Source: an optimization exercise on an open RTL-to-GDS flow (aim: small area). Production flows keep margins and buffers that such runs may drop. In this exercise RTL edits were held to simulation tests only and were not proved equivalent to the original. Power is estimated from default activity; no workload was simulated.

==> inputs of v34 <==
==> flow/design.v <==
`timescale 1ns/1ns
package nipcb_pkg;
	localparam int DATA_WIDTH = 32;
	localparam int MAG_W = 16;
	localparam int CH_COUNT = 4;
endpackage
`timescale 1ns/1ns
`timescale 1ns/1ns
`timescale 1ns/1ns
`timescale 1ns/1ns
module nipcb_top #(
	parameter int unsigned ADDR_BASE = 0
) (
	input logic HCLK,
	input logic HRESETn,
	input logic HSEL,
	input logic [7:0] HADDR,
	input logic [1:0] HTRANS,
	input logic [2:0] HSIZE,
	input logic HWRITE,
	input logic [31:0] HWDATA,
	input logic HREADY,
	output logic [31:0] HRDATA,
	output logic HREADYOUT,
	output logic HRESP,
	output logic [19:0] stim_out
);
	logic accept;
	logic bad;
	logic [3:0] strb;
	logic dp_read;
	logic dp_write;
	logic err_first;
	logic err_second;
	logic [3:0] dp_idx;
	logic [3:0] dp_strb;
	assign accept = HSEL && HTRANS[1] && HREADY;
	assign bad = (HADDR >= 8'd44) || HSIZE[2] || (HSIZE[1] && HSIZE[0]) ||
		(HWRITE && HADDR[5:2] == 4'd1);
	always_comb begin
		case (HSIZE[1:0])
			2'b00: strb = 4'b0001 << HADDR[1:0];
			2'b01: strb = HADDR[1] ? 4'b1100 : 4'b0011;
			default: strb = 4'b1111;
		endcase
	end
	always_ff @(posedge HCLK) begin
		if (!HRESETn) begin
			dp_read <= 1'b0;
			dp_write <= 1'b0;
			err_first <= 1'b0;
			err_second <= 1'b0;
		end else begin
			dp_read <= accept && !bad && !HWRITE;
			dp_write <= accept && !bad && HWRITE;
			err_first <= accept && bad;
			err_second <= err_first;
		end
	end
	always_ff @(posedge HCLK) begin
		dp_idx <= HADDR[5:2];
		dp_strb <= strb;
	end
	assign HREADYOUT = !err_first;
	assign HRESP = err_first || err_second;
	logic conf;
	logic [1:0] ch_sel;
	logic [31:0] cyc_high, cyc_low, cyc_delay, cyc_stall, cyc_count;
	logic [15:0] mag_high, mag_low;
	logic [31:0] wdata;
	logic [3:0] lane;
	logic sel_conf, sel_ch, sel_high, sel_low, sel_delay, sel_stall, sel_count;
	logic sel_magh, sel_magl, sel_trig;
	assign wdata = HRESETn ? HWDATA : 32'd0;
	assign lane = HRESETn ? (dp_write ? dp_strb : 4'b0000) : 4'b1111;
	assign sel_trig = dp_idx == 4'd0;
	assign sel_conf = dp_idx == 4'd2;
	assign sel_ch = dp_idx == 4'd3;
	assign sel_high = dp_idx == 4'd4;
	assign sel_low = dp_idx == 4'd5;
	assign sel_delay = dp_idx == 4'd6;
	assign sel_stall = dp_idx == 4'd7;
	assign sel_count = dp_idx[3] && dp_idx[1:0] == 2'd0;
	assign sel_magh = dp_idx[3] && dp_idx[1:0] == 2'd1;
	assign sel_magl = dp_idx[3] && dp_idx[1];
	always_ff @(posedge HCLK) begin
		if (lane[0] && (sel_conf || !HRESETn)) conf <= wdata[0];
		if (lane[0] && (sel_ch || !HRESETn)) ch_sel <= wdata[1:0];
		for (int b = 0; b < 4; b++) begin
			if (lane[b] && (sel_high || !HRESETn)) cyc_high[b*8 +: 8] <= wdata[b*8 +: 8];
			if (lane[b] && (sel_low || !HRESETn)) cyc_low[b*8 +: 8] <= wdata[b*8 +: 8];
			if (lane[b] && (sel_delay || !HRESETn)) cyc_delay[b*8 +: 8] <= wdata[b*8 +: 8];
			if (lane[b] && (sel_stall || !HRESETn)) cyc_stall[b*8 +: 8] <= wdata[b*8 +: 8];
			if (lane[b] && (sel_count || !HRESETn)) cyc_count[b*8 +: 8] <= wdata[b*8 +: 8];
		end
		for (int b = 0; b < 2; b++) begin
			if (lane[b] && (sel_magh || !HRESETn)) mag_high[b*8 +: 8] <= wdata[b*8 +: 8];
			if (lane[b] && (sel_magl || !HRESETn)) mag_low[b*8 +: 8] <= wdata[b*8 +: 8];
		end
	end
	localparam logic [2:0] ST_IDLE = 3'b000;
	localparam logic [2:0] ST_DELAY = 3'b001;
	localparam logic [2:0] ST_STALL = 3'b011;
	localparam logic [2:0] ST_HIGH = 3'b110;
	localparam logic [2:0] ST_LOW = 3'b100;
	logic [2:0] state;
	logic running;
	logic stim_start;
	logic [31:0] cnt;
	logic [31:0] pulses;
	logic cnt_last;
	logic pulse_last;
	logic [1:0] q_ch;
	logic [31:0] q_high, q_low, q_stall;
	logic [15:0] q_magh, q_magl;
	assign running = state[2] || state[0];
	always_ff @(posedge HCLK) begin
		if (!HRESETn) begin
			stim_start <= 1'b0;
		end else begin
			stim_start <= dp_write && sel_trig && dp_strb[0] && HWDATA[0] && conf && !running;
		end
	end
	always_ff @(posedge HCLK) begin
		if (!running) begin
			q_ch <= ch_sel;
			q_low <= cyc_low;
			q_stall <= cyc_stall;
			q_magh <= mag_high;
			q_magl <= mag_low;
		end
	end
	assign cnt_last = cnt[31:1] == 31'd0;
	assign pulse_last = pulses[31:1] == 31'd0;
	logic [31:0] qh_d;
	assign qh_d = running ? q_high : cyc_high;
	always_ff @(posedge HCLK) q_high <= qh_d;
	logic [31:0] dec_out;
	assign dec_out = (cnt_last ? pulses : cnt) - 1'b1;
	always_ff @(posedge HCLK) begin
		if (running && !cnt_last) begin
			cnt <= dec_out;
		end else begin
			case (state)
				ST_IDLE: cnt <= (cyc_delay != 32'd0) ? cyc_delay : qh_d;
				ST_HIGH: cnt <= q_low;
				ST_LOW: cnt <= (q_stall != 32'd0) ? q_stall : qh_d;
				default: cnt <= qh_d;
			endcase
		end
	end
	always_ff @(posedge HCLK) begin
		if (!running) begin
			pulses <= cyc_count;
		end else if (cnt_last && (state == ST_STALL || (state == ST_LOW && q_stall == 32'd0))) begin
			pulses <= dec_out;
		end
	end
	always_ff @(posedge HCLK) begin
		if (!HRESETn) begin
			state <= ST_IDLE;
		end else if (!running) begin
			if (stim_start) state <= (cyc_delay != 32'd0) ? ST_DELAY : ST_HIGH;
		end else if (cnt_last) begin
			case (state)
				ST_DELAY: state <= ST_HIGH;
				ST_HIGH: state <= ST_LOW;
				default: begin
					if (state == ST_LOW && q_stall != 32'd0) state <= ST_STALL;
					else if (pulse_last) state <= ST_IDLE;
					else state <= ST_HIGH;
				end
			endcase
		end
	end
	always_comb begin
		stim_out = 20'd0;
		if (state[2]) begin
			stim_out[19:16] = 4'b0001 << q_ch;
			stim_out[15:0] = state[1] ? q_magh : q_magl;
		end
	end
	always_comb begin
		logic rd_flags, rd_conf, rd_ch, rd_high, rd_low, rd_delay, rd_stall, rd_count, rd_magh, rd_magl;
		rd_flags = dp_read && dp_idx == 4'd1;
		rd_conf = dp_read && sel_conf;
		rd_ch = dp_read && sel_ch;
		rd_high = dp_read && sel_high;
		rd_low = dp_read && sel_low;
		rd_delay = dp_read && sel_delay;
		rd_stall = dp_read && sel_stall;
		rd_count = dp_read && sel_count;
		rd_magh = dp_read && sel_magh;
		rd_magl = dp_read && sel_magl;
		HRDATA = ({32{rd_high}} & cyc_high) | ({32{rd_low}} & cyc_low) |
			({32{rd_delay}} & cyc_delay) | ({32{rd_stall}} & cyc_stall) |
			({32{rd_count}} & cyc_count) |
			({32{rd_magh}} & {16'd0, mag_high}) | ({32{rd_magl}} & {16'd0, mag_low}) |
			({32{rd_ch}} & {30'd0, ch_sel}) | ({32{rd_conf}} & {31'd0, conf}) |
			({32{rd_flags}} & {31'd0, running});
	end
endmodule
==> flow/flow/run.sh <==
#!/bin/bash
# Standard ORFS layout with three changes to how the layout is made:
#  - synthesis maps the combinational logic with an area-oriented ABC script (flow/area.abc,
#    a timed deep resynthesis pass, then two rounds of rewriting and area mapping);
#    the registers, their names and cell types are those of the standard synthesis,
#  - ports are buffered with the smallest buffer,
#  - clock tree built from clkbuf_8 buffers, each driving a cluster of up to 16 registers,
#    and no dummy loads.
set -euo pipefail
work=$(pwd)
abc_script=$work/flow/area.abc

# The standard flow's synthesis script, with ABC pointed at the area script
{
	printf 'proc abc {args} {\n'
	printf '  set i [lsearch -exact $args -script]\n'
	printf '  if {$i >= 0} { lset args [expr {$i + 1}] %s }\n' "$abc_script"
	printf '  yosys abc {*}$args\n'
	printf '}\n'
	cat synth_recipe.tcl
} > area_synth.tcl

export BUFFER_PORTS_ARGS="-buffer_cell sky130_fd_sc_hd__buf_1"
export CTS_ARGS="-sink_clustering_enable -repair_clock_nets -dont_use_dummy_load -buf_list sky130_fd_sc_hd__clkbuf_8 -sink_clustering_size 16 -sink_clustering_max_diameter 50"

bash standard.sh SYNTH_SCRIPT="$work/area_synth.tcl" finish > "$work/flow.log" 2>&1
==> flow/flow/area.abc <==
strash
&get -n
&deepsyn -T 60
&put
balance -l; resub -K 6 -l; rewrite -l; resub -K 6 -N 2 -l; refactor -l; resub -K 8 -l; balance -l; resub -K 8 -N 2 -l; rewrite -l; resub -K 10 -l; rewrite -z -l; resub -K 10 -N 2 -l; balance -l; resub -K 12 -l; refactor -z -l; resub -K 12 -N 2 -l; rewrite -z -l; balance -l
&get -n
&st
&dch
&nf -R 1000
&put
strash
balance -l; resub -K 6 -l; rewrite -l; resub -K 6 -N 2 -l; refactor -l; resub -K 8 -l; balance -l; resub -K 8 -N 2 -l; rewrite -l; resub -K 10 -l; rewrite -z -l; resub -K 10 -N 2 -l; balance -l; resub -K 12 -l; refactor -z -l; resub -K 12 -N 2 -l; rewrite -z -l; balance -l
&get -n
&st
&dch
&nf -R 1000
&put
topo
==> flow/standard.sh <==
#!/bin/bash
# synth_recipe.tcl (not shown) runs the flow's synth.tcl, then flattens the netlist and writes it again
# the make line also repeats each setting of config.mk as NAME=value (left out here)
make -C /OpenROAD-flow-scripts/flow DESIGN_CONFIG=/design/flow/config.mk WORK_HOME=/design/flow/orfs CLKGATE_MAP_FILE= SYNTH_SCRIPT=/design/flow/synth_recipe.tcl "${@:-finish}"
==> flow/config.mk <==
export PLATFORM = sky130hd
export DESIGN_NAME = nipcb_top
export DESIGN_NICKNAME = nipcb_top
export VERILOG_FILES = /design/flow/design.v
export SDC_FILE = /design/flow/constraint.sdc
export NUM_CORES = 4
export LEC_CHECK = 0
export CAP_MARGIN = 5
export CORE_MARGIN = 2
export CORE_UTILIZATION = 65
export SLEW_MARGIN = 5
==> flow/constraint.sdc <==
create_clock -name core_clock -period 6.0 [get_ports {HCLK}]
set_input_delay 1.2000 -clock core_clock [delete_from_list [all_inputs] [get_ports {HCLK}]]
set_output_delay 1.2000 -clock core_clock [all_outputs]
set_load 0.01 [all_outputs]
==> v4: changes against v34 <==
--- a/flow/design.v
+++ b/flow/design.v
@@ -131,7 +131,7 @@
 		end
 	end
 	assign cnt_last = cnt[31:1] == 31'd0;
-	assign pulse_last = pulses[31:1] == 31'd0;
+	assign pulse_last = pulse_last_q;
 	logic [31:0] qh_d;
 	assign qh_d = running ? q_high : cyc_high;
 	always_ff @(posedge HCLK) q_high <= qh_d;
@@ -149,12 +149,20 @@
 			endcase
 		end
 	end
-	always_ff @(posedge HCLK) begin
+	logic [31:0] pulses_d;
+	logic pulse_last_q;
+	always_comb begin
 		if (!running) begin
-			pulses <= cyc_count;
+			pulses_d = cyc_count;
 		end else if (cnt_last && (state == ST_STALL || (state == ST_LOW && q_stall == 32'd0))) begin
-			pulses <= dec_out;
-		end
+			pulses_d = dec_out;
+		end else begin
+			pulses_d = pulses;
+		end
+	end
+	always_ff @(posedge HCLK) begin
+		pulses <= pulses_d;
+		pulse_last_q <= pulses_d[31:1] == 31'd0;
 	end
 	always_ff @(posedge HCLK) begin
 		if (!HRESETn) begin
--- a/flow/flow/run.sh
+++ b/flow/flow/run.sh
@@ -4,8 +4,7 @@
 #    a timed deep resynthesis pass, then two rounds of rewriting and area mapping);
 #    the registers, their names and cell types are those of the standard synthesis,
 #  - ports are buffered with the smallest buffer,
-#  - clock tree built from clkbuf_8 buffers, each driving a cluster of up to 16 registers,
-#    and no dummy loads.
+#  - clock tree built with mid-size buffers and no dummy loads.
 set -euo pipefail
 work=$(pwd)
 abc_script=$work/flow/area.abc
@@ -21,6 +20,6 @@
 } > area_synth.tcl
 
 export BUFFER_PORTS_ARGS="-buffer_cell sky130_fd_sc_hd__buf_1"
-export CTS_ARGS="-sink_clustering_enable -repair_clock_nets -dont_use_dummy_load -buf_list sky130_fd_sc_hd__clkbuf_8 -sink_clustering_size 16 -sink_clustering_max_diameter 50"
+export CTS_ARGS="-sink_clustering_enable -repair_clock_nets -dont_use_dummy_load -buf_list sky130_fd_sc_hd__clkbuf_16 -sink_clustering_size 24 -sink_clustering_max_diameter 60"
 
 bash standard.sh SYNTH_SCRIPT="$work/area_synth.tcl" finish > "$work/flow.log" 2>&1
==> flow_summary_export.csv <==
group,metric,value,unit
timing,worst_slack,-0.3359,ns
pwr,clk-power,1.60,mW
outcome,status,"failed layout checks",
worst_setup_path,r2r-start,"cnt[1]$_DFF_P_",
routing,met1_length,16.87,mm
routing,dr_wl_met3,5.402,mm
finish,seq_cells,406,
synthesis,yosys.area_share.simple,0.1187,
timing,worst_pin_slew,1.287,ns
outcome,violations,"negative setup slack",
routing,drt-pass1-iter-count,9,
synthesis,synth_edf_count,294,
clock_network,clock_latency,0.55,ns
timing,setup_viol,1,
(the above is from v4)
==> flow_summary_export.csv <==
group,metric,value,unit
finish,seq_cells,405,
pwr,clk-power,1.35,mW
timing,worst_pin_slew,1.271,ns
routing,drt-pass1-iter-count,6,
timing,setup_viol,0,
timing,worst_slack,0.4916,ns
synthesis,synth_edf_count,325,
routing,met1_length,16.42,mm
outcome,status,"finished clean",
(the above is from v34)

what the ideal ports hide:
The results above use ideal ports. As a check the final layouts listed here were re-extracted and re-timed, cells and wires unchanged. Step 1 (the two cells are an assumption about what drives the block):
set clk [get_ports {HCLK}]
set_driving_cell -lib_cell sky130_fd_sc_hd__clkbuf_16 $clk
set_driving_cell -lib_cell sky130_fd_sc_hd__buf_2 [delete_from_list [all_inputs] $clk]
Step 2, shift: input delay + t, output delay - t, t = (earliest + latest rising clock arrival at the registers) / 2. This alone moves slack from input paths to output paths. a / b / c = no drivers / after step 1 / after step 2; a / b = the first two.
| run | t (ns) | slack for setup (ns) | pins driven straight from the clock port |
|---|---|---|---|
| v34 | 0.567 | 0.492 / 0.492 / 0.492 | 1 |
| v4 | 0.580 | -0.336 / -0.336 / -0.336 | 1 |
